Context: an optimization exercise on an open-source flow, tuned for small area, a short achievable clock period and few clock cycles per item. The choices shown serve that exercise and are no tape-out recipe.
Function was checked by simulation only, so behaviour that the tests miss may differ from the original.
Power is estimated from default activity; no workload was simulated.

==> flow/design.v (excerpt) <==
module two_class_ticket_queue_weighted_server #(
	parameter int QUEUE_DEPTH = 16
) (
	input  logic                              clk,
	input  logic                              arst_n,
	input  logic                              s_axis_tvalid,
	output logic                              s_axis_tready,
	input  logic [tcq_pkg::TDATA_W-1:0]       s_axis_tdata,
	input  logic [tcq_pkg::KIND_W-1:0]        s_axis_tuser,
	output logic                              m_axis_tvalid,
	input  logic                              m_axis_tready,
	output logic [tcq_pkg::TDATA_W-1:0]       m_axis_tdata,
	output logic [tcq_pkg::OUSER_W-1:0]       m_axis_tuser,
	input  logic                              cfg_we,
	input  logic [tcq_pkg::RUN_W-1:0]         cfg_data
);
Settings: LEC_CHECK=0, ABC_CLOCK_PERIOD_IN_PS=2500, CAP_MARGIN=20, CORE_MARGIN=2, CORE_UTILIZATION=50, CTS_CLUSTER_DIAMETER=85, CTS_CLUSTER_SIZE=26, SETUP_SLACK_MARGIN=2.5, SLEW_MARGIN=20; clock period 5.0 ns.
run.sh (not shown) runs the stock make flow with config.mk's settings and CLKGATE_MAP_FILE= SYNTH_SCRIPT=/design/flow/synth_recipe.tcl, a recipe that flattens the netlist after the stock synthesis.
Testbench counts at the start, summed over its fixed seeds: cycles 4,824, ops 4,800.
Then changed:
Settings changed: CTS_CLUSTER_DIAMETER 85 to default, CTS_CLUSTER_SIZE 26 to default.
The changed run completed without violations.
Worst setup slack is worse by 44 ps.
Count of clock-buffer cells in the layout grows by 88.
Design area rises by 3.6%.
Then changed:
Settings changed: CTS_CLUSTER_DIAMETER from default to 70, CTS_CLUSTER_SIZE from default to 22.
After rerunning: Die area stays the same; total power is lower by a little under a tenth; critical path depth drops by 1.
Then changed:
Settings changed: CORE_UTILIZATION 50 to 56.
Cell count fell by 4.5%.
Total power falls by about 3.2%.
Global-route usage rises by 3.2 points.
Design area falls by about 1.2%.
Then changed:
Settings changed: CORE_UTILIZATION 56 to 50, CTS_CLUSTER_DIAMETER 70 to 60, CTS_CLUSTER_SIZE 22 to 18.
=> The changed run completed with no timing, DRC or antenna violations; die area grows by 12%; setup slack gets better by 52 ps; global-route usage falls by 3.1 points; count of clock-buffer cells in the layout grows by 36; design area rose by 2.9%; wire length grows by 3.9%; non-clock buffer count grows by 21; power climbs by 9.1%; via count rose by 0.58%; worst hold slack is better by 74 ps.
Then changed:
Settings changed: CTS_CLUSTER_DIAMETER 60 to 90, CTS_CLUSTER_SIZE 18 to 28.
The new run produced a clean layout.
Utilization came out lower by 1.6 points.
Worst hold slack improves by 7.0 ps.
Clock skew came out higher by 22 ps.
Power shrinks by about 9%.

two_class_ticket_queue_weighted_server, a different RTL version from the one above (not shown whole).
For scale: ~1100 flip-flops, about 81 I/O pins, roughly 48000 um^2 of cells after synthesis.
clock: 5.0 ns
lec_check: 0
abc_clock_period_in_ps: 1800
cap_margin: 20
core_margin: 2
core_utilization: 50
cts_cluster_diameter: 70
cts_cluster_size: 22
setup_slack_margin: 2.7
slew_margin: 20
tns_end_percent: 10
Testbench counts at the start, summed over its fixed seeds: cycles 4,824, ops 4,800.
Change:
--- a/flow/config.mk
+++ b/flow/config.mk
@@ -6,11 +6,8 @@
 export NUM_CORES = 4
 export LEC_CHECK = 0
-export ABC_CLOCK_PERIOD_IN_PS = 1800
+export ABC_CLOCK_PERIOD_IN_PS = 2500
 export CAP_MARGIN = 20
 export CORE_MARGIN = 2
 export CORE_UTILIZATION = 50
-export CTS_CLUSTER_DIAMETER = 70
-export CTS_CLUSTER_SIZE = 22
-export SETUP_SLACK_MARGIN = 2.7
+export SETUP_SLACK_MARGIN = 2.3
 export SLEW_MARGIN = 20
-export TNS_END_PERCENT = 10
The new run ran to the end with no violations. Combinational power shrinks by about a fifth. Wire length drops by a few percent. Hold slack loses 41 ps. Clock skew shrinks by 10 ps. Clock-buffer cell count goes up by 67. Cell area decreases slightly. Register-to-register slack got worse by 140 ps. Synthesized cell count is unchanged.
Change:
--- a/flow/config.mk
+++ b/flow/config.mk
@@ -9,5 +9,5 @@
 export CAP_MARGIN = 20
 export CORE_MARGIN = 2
-export CORE_UTILIZATION = 50
-export SETUP_SLACK_MARGIN = 2.3
+export CORE_UTILIZATION = 62
+export SETUP_SLACK_MARGIN = 2.5
 export SLEW_MARGIN = 20
Worst setup slack is better by 160 ps; die area came out lower by 19%; cell area came out higher by 0.98%; clock power came out lower by about 2%; sequential share of layout area came out lower by 0.56 points; core utilization came out higher by 15 points; register-to-register slack is better by 150 ps; wire length came out lower by 5.5%; total power came out higher by 0.90%; hold slack is worse by 12 ps; synthesized cell count is unchanged.

Setup of cedar:
Another version of the RTL of two_class_ticket_queue_weighted_server (not shown whole).
Size: about 3300 cells after synthesis, about 81 I/O pins, about 48000 sq um of cells after synthesis.
make LEC_CHECK=0 ABC_CLOCK_PERIOD_IN_PS=2500 CAP_MARGIN=10 CORE_MARGIN=2 CORE_UTILIZATION=50 SETUP_SLACK_MARGIN=2.5 SLEW_MARGIN=10 finish   # period 5.0 ns
Both conditions hold for cedar: the flow ran to the end and the final layout passed the timing, design-rule and antenna checks.
Testbench counts of cedar, summed over its fixed seeds: cycles 4,824, ops 4,800.
> inputs changed (cedar -> willow)
# cedar
export LEC_CHECK = 0
export ABC_CLOCK_PERIOD_IN_PS = 2500
export CAP_MARGIN = 10
export CORE_MARGIN = 2
export CORE_UTILIZATION = 50
export SETUP_SLACK_MARGIN = 2.5
export SLEW_MARGIN = 10
create_clock -name core_clock -period 5.0 [get_ports {clk}]
# willow
export LEC_CHECK = 0
export ABC_CLOCK_PERIOD_IN_PS = 2500
export CAP_MARGIN = 20
export CORE_MARGIN = 2
export CORE_UTILIZATION = 50
export SETUP_SLACK_MARGIN = 2.5
export SLEW_MARGIN = 20
create_clock -name core_clock -period 5.0 [get_ports {clk}]
==> run notes <==
willow: no failed stages, no open violations at the end. Fraction of area in clock buffers and inverters: willow vs cedar — no meaningful difference. From cedar to willow, synthesized instance count did not move at all. The final core area utilization of cedar and that of willow are within noise of each other. Any difference in peak clock frequency supported by timing between cedar and willow is small enough to ignore. Diff cedar..willow | largest fanout on the critical path | unchanged. The overall power was comparable across willow and cedar. Count of clock-buffer cells in the layout: cedar vs willow identical. In terms of hold slack, cedar and willow differ only marginally.

Setup of run A:
two_class_ticket_queue_weighted_server with an RTL version that a note above also has.
Size in the first run: roughly 3400 cells after synthesis, ~81 I/O pins, ~0.048 sq mm of cells after synthesis.
clock: 5.0 ns
lec_check: 0
abc_clock_period_in_ps: 2500
cap_margin: 20
core_margin: 2
core_utilization: 50
cts_cluster_diameter: 70
cts_cluster_size: 22
setup_slack_margin: 2.5
slew_margin: 20
Run A finished end to end and its layout was clean on timing, DRC and antenna.
Testbench counts of run A, summed over its fixed seeds: cycles 4,824, ops 4,800.
The following lists how run B was set up differently from run A:
# run A
export LEC_CHECK = 0
export ABC_CLOCK_PERIOD_IN_PS = 2500
export CAP_MARGIN = 20
export CORE_MARGIN = 2
export CORE_UTILIZATION = 50
export CTS_CLUSTER_DIAMETER = 70
export CTS_CLUSTER_SIZE = 22
export SETUP_SLACK_MARGIN = 2.5
export SLEW_MARGIN = 20
create_clock -name core_clock -period 5.0 [get_ports {clk}]
# run B
export LEC_CHECK = 0
export ABC_CLOCK_PERIOD_IN_PS = 2500
export CAP_MARGIN = 20
export CORE_MARGIN = 2
export CORE_UTILIZATION = 50
export SETUP_SLACK_MARGIN = 2.7
export SLEW_MARGIN = 20
create_clock -name core_clock -period 5.0 [get_ports {clk}]
Notes after the runs:
- Run B vs run A: placed cell count up slightly
- Compared with run A, run B shows delay of the slowest cell on the worst path lower by 130 ps.
- The portion of the layout cell area used by clock cells number comes out lower for run A vs run B.
- Final routed wire length divided by cell count, run B and run A: lower on run A
- Higher sequential share of cell area goes to run A over run B.
- Looking at final-layout worst hold slack, run B sits below run A.
Modified inputs, run C compared to run B
# run B
export LEC_CHECK = 0
export ABC_CLOCK_PERIOD_IN_PS = 2500
export CAP_MARGIN = 20
export CORE_MARGIN = 2
export CORE_UTILIZATION = 50
export SETUP_SLACK_MARGIN = 2.7
export SLEW_MARGIN = 20
create_clock -name core_clock -period 5.0 [get_ports {clk}]
# run C
export LEC_CHECK = 0
export ABC_CLOCK_PERIOD_IN_PS = 2500
export CAP_MARGIN = 20
export CORE_MARGIN = 2
export CORE_UTILIZATION = 50
export CTS_CLUSTER_DIAMETER = 70
export CTS_CLUSTER_SIZE = 22
export SETUP_SLACK_MARGIN = 2.5
export SLEW_MARGIN = 20
export TNS_END_PERCENT = 10
create_clock -name core_clock -period 5.0 [get_ports {clk}]
==> comparison <==
Diff run C and run B: post-route cell area higher in run B
Run C vs run B on met2 layer usage reported by global route: run C is the lower one.
Area growth from synthesis to layout, run C and run B: higher on run B
Run C: proportion of power drawn by combinational gates 5.6 points below run B
Compared to run B, the routing of run C uses less wire.
Diff run B -> run C: first-pass GRT wire length fell 13%, proportion of layout cells with a drive suffix above 1 lost 15 points, number of I/O pins closely matched the old numbers, post-route clock period utilization shows an increase of 0.20 points, number of buffers and inverters on the critical path shows a reduction of 5.
For run D, these inputs were changed with respect to run C:
# run C
export LEC_CHECK = 0
export ABC_CLOCK_PERIOD_IN_PS = 2500
export CAP_MARGIN = 20
export CORE_MARGIN = 2
export CORE_UTILIZATION = 50
export CTS_CLUSTER_DIAMETER = 70
export CTS_CLUSTER_SIZE = 22
export SETUP_SLACK_MARGIN = 2.5
export SLEW_MARGIN = 20
export TNS_END_PERCENT = 10
create_clock -name core_clock -period 5.0 [get_ports {clk}]
# run D
export LEC_CHECK = 0
export ABC_AREA = 1
export CAP_MARGIN = 20
export CORE_MARGIN = 2
export CORE_UTILIZATION = 50
export SETUP_SLACK_MARGIN = 2.5
export SLEW_MARGIN = 20
create_clock -name core_clock -period 5.0 [get_ports {clk}]
--- outcome ---
| clock network power share | run D vs run C | 6.2 points higher |
Run D vs run C: post-layout instance area up in run D
From run C to run D the numbers moved as follows: number of instances in the synthesized netlist rose 23%; combined area of all synthesized cells rose about 2.7%; share of the final layout cell area in sequential cells fell 4.4 points; global-route wire length before repair fell about 22%; final critical-path setup slack rose 220 ps.
Cmp run D and run C / part of the power in registers / lower: run D
Of run D and run C, it is run D that has the lower global routing usage on met2.
Looking at minimum hold slack, run D sits above run C.

[port drivers added, routing unchanged]
In the flow no input, the clock included, has a driving cell. The finished layouts below were timed again as built, in two steps. Step 1 (the two cells are an assumption about what drives the block):
set clk [get_ports {clk}]
set_driving_cell -lib_cell sky130_fd_sc_hd__clkbuf_16 $clk
set_driving_cell -lib_cell sky130_fd_sc_hd__buf_2 [delete_from_list [all_inputs] $clk]
Step 2 times the ports against the registers' clock, not the clock port: input delays grow and output delays shrink by t, the midpoint of the rising clock arrivals with the driver on. Three values: ideal ports, drivers, drivers and shift; two values: the first two.
| run | t (ns) | setup WS [ns] | worst hold slack (ns) |
|---|---|---|---|
| the first run of note 1 | 0.756 | 2.406 / 2.432 / 1.693 | 0.298 / 0.251 / 0.430 |
| the second run of note 1 | 0.780 | 2.362 / 2.415 / 1.635 | 0.292 / 0.241 / 0.418 |
| the third run of note 1 | 0.749 | 2.435 / 2.451 / 1.702 | 0.323 / 0.276 / 0.426 |
| the fourth run of note 1 | 0.760 | 2.379 / 2.355 / 1.595 | 0.232 / 0.183 / 0.428 |
| the fifth run of note 1 | 0.768 | 2.430 / 2.473 / 1.705 | 0.306 / 0.258 / 0.422 |
| the sixth run of note 1 | 0.738 | 2.388 / 2.434 / 1.696 | 0.313 / 0.267 / 0.432 |
| the first run of note 2 | 0.742 | 2.345 / 2.341 / 1.640 | 0.280 / 0.236 / 0.455 |
| the second run of note 2 | 0.796 | 2.153 / 2.184 / 1.388 | 0.238 / 0.195 / 0.446 |
| the third run of note 2 | 0.760 | 2.314 / 2.277 / 1.517 | 0.226 / 0.177 / 0.449 |
| cedar | 0.808 | 2.350 / 2.350 / 1.579 | 0.145 / 0.100 / 0.445 |
| willow | 0.806 | 2.349 / 2.349 / 1.616 | 0.146 / 0.101 / 0.446 |
| run A | 0.740 | 2.236 / 2.246 / 1.506 | 0.334 / 0.289 / 0.439 |
| run B | 0.826 | 2.194 / 2.194 / 1.739 | 0.239 / 0.191 / 0.447 |
| run C | 0.734 | 2.184 / 2.184 / 1.527 | 0.282 / 0.240 / 0.440 |
| run D | 0.776 | 2.408 / 2.408 / 1.718 | 0.364 / 0.317 / 0.441 |
After both steps setup and hold are still met in every run listed. For the third run of note 2, which loses most, drivers alone change the setup slack by -0.037 ns; drivers and shift together by -0.797 ns.
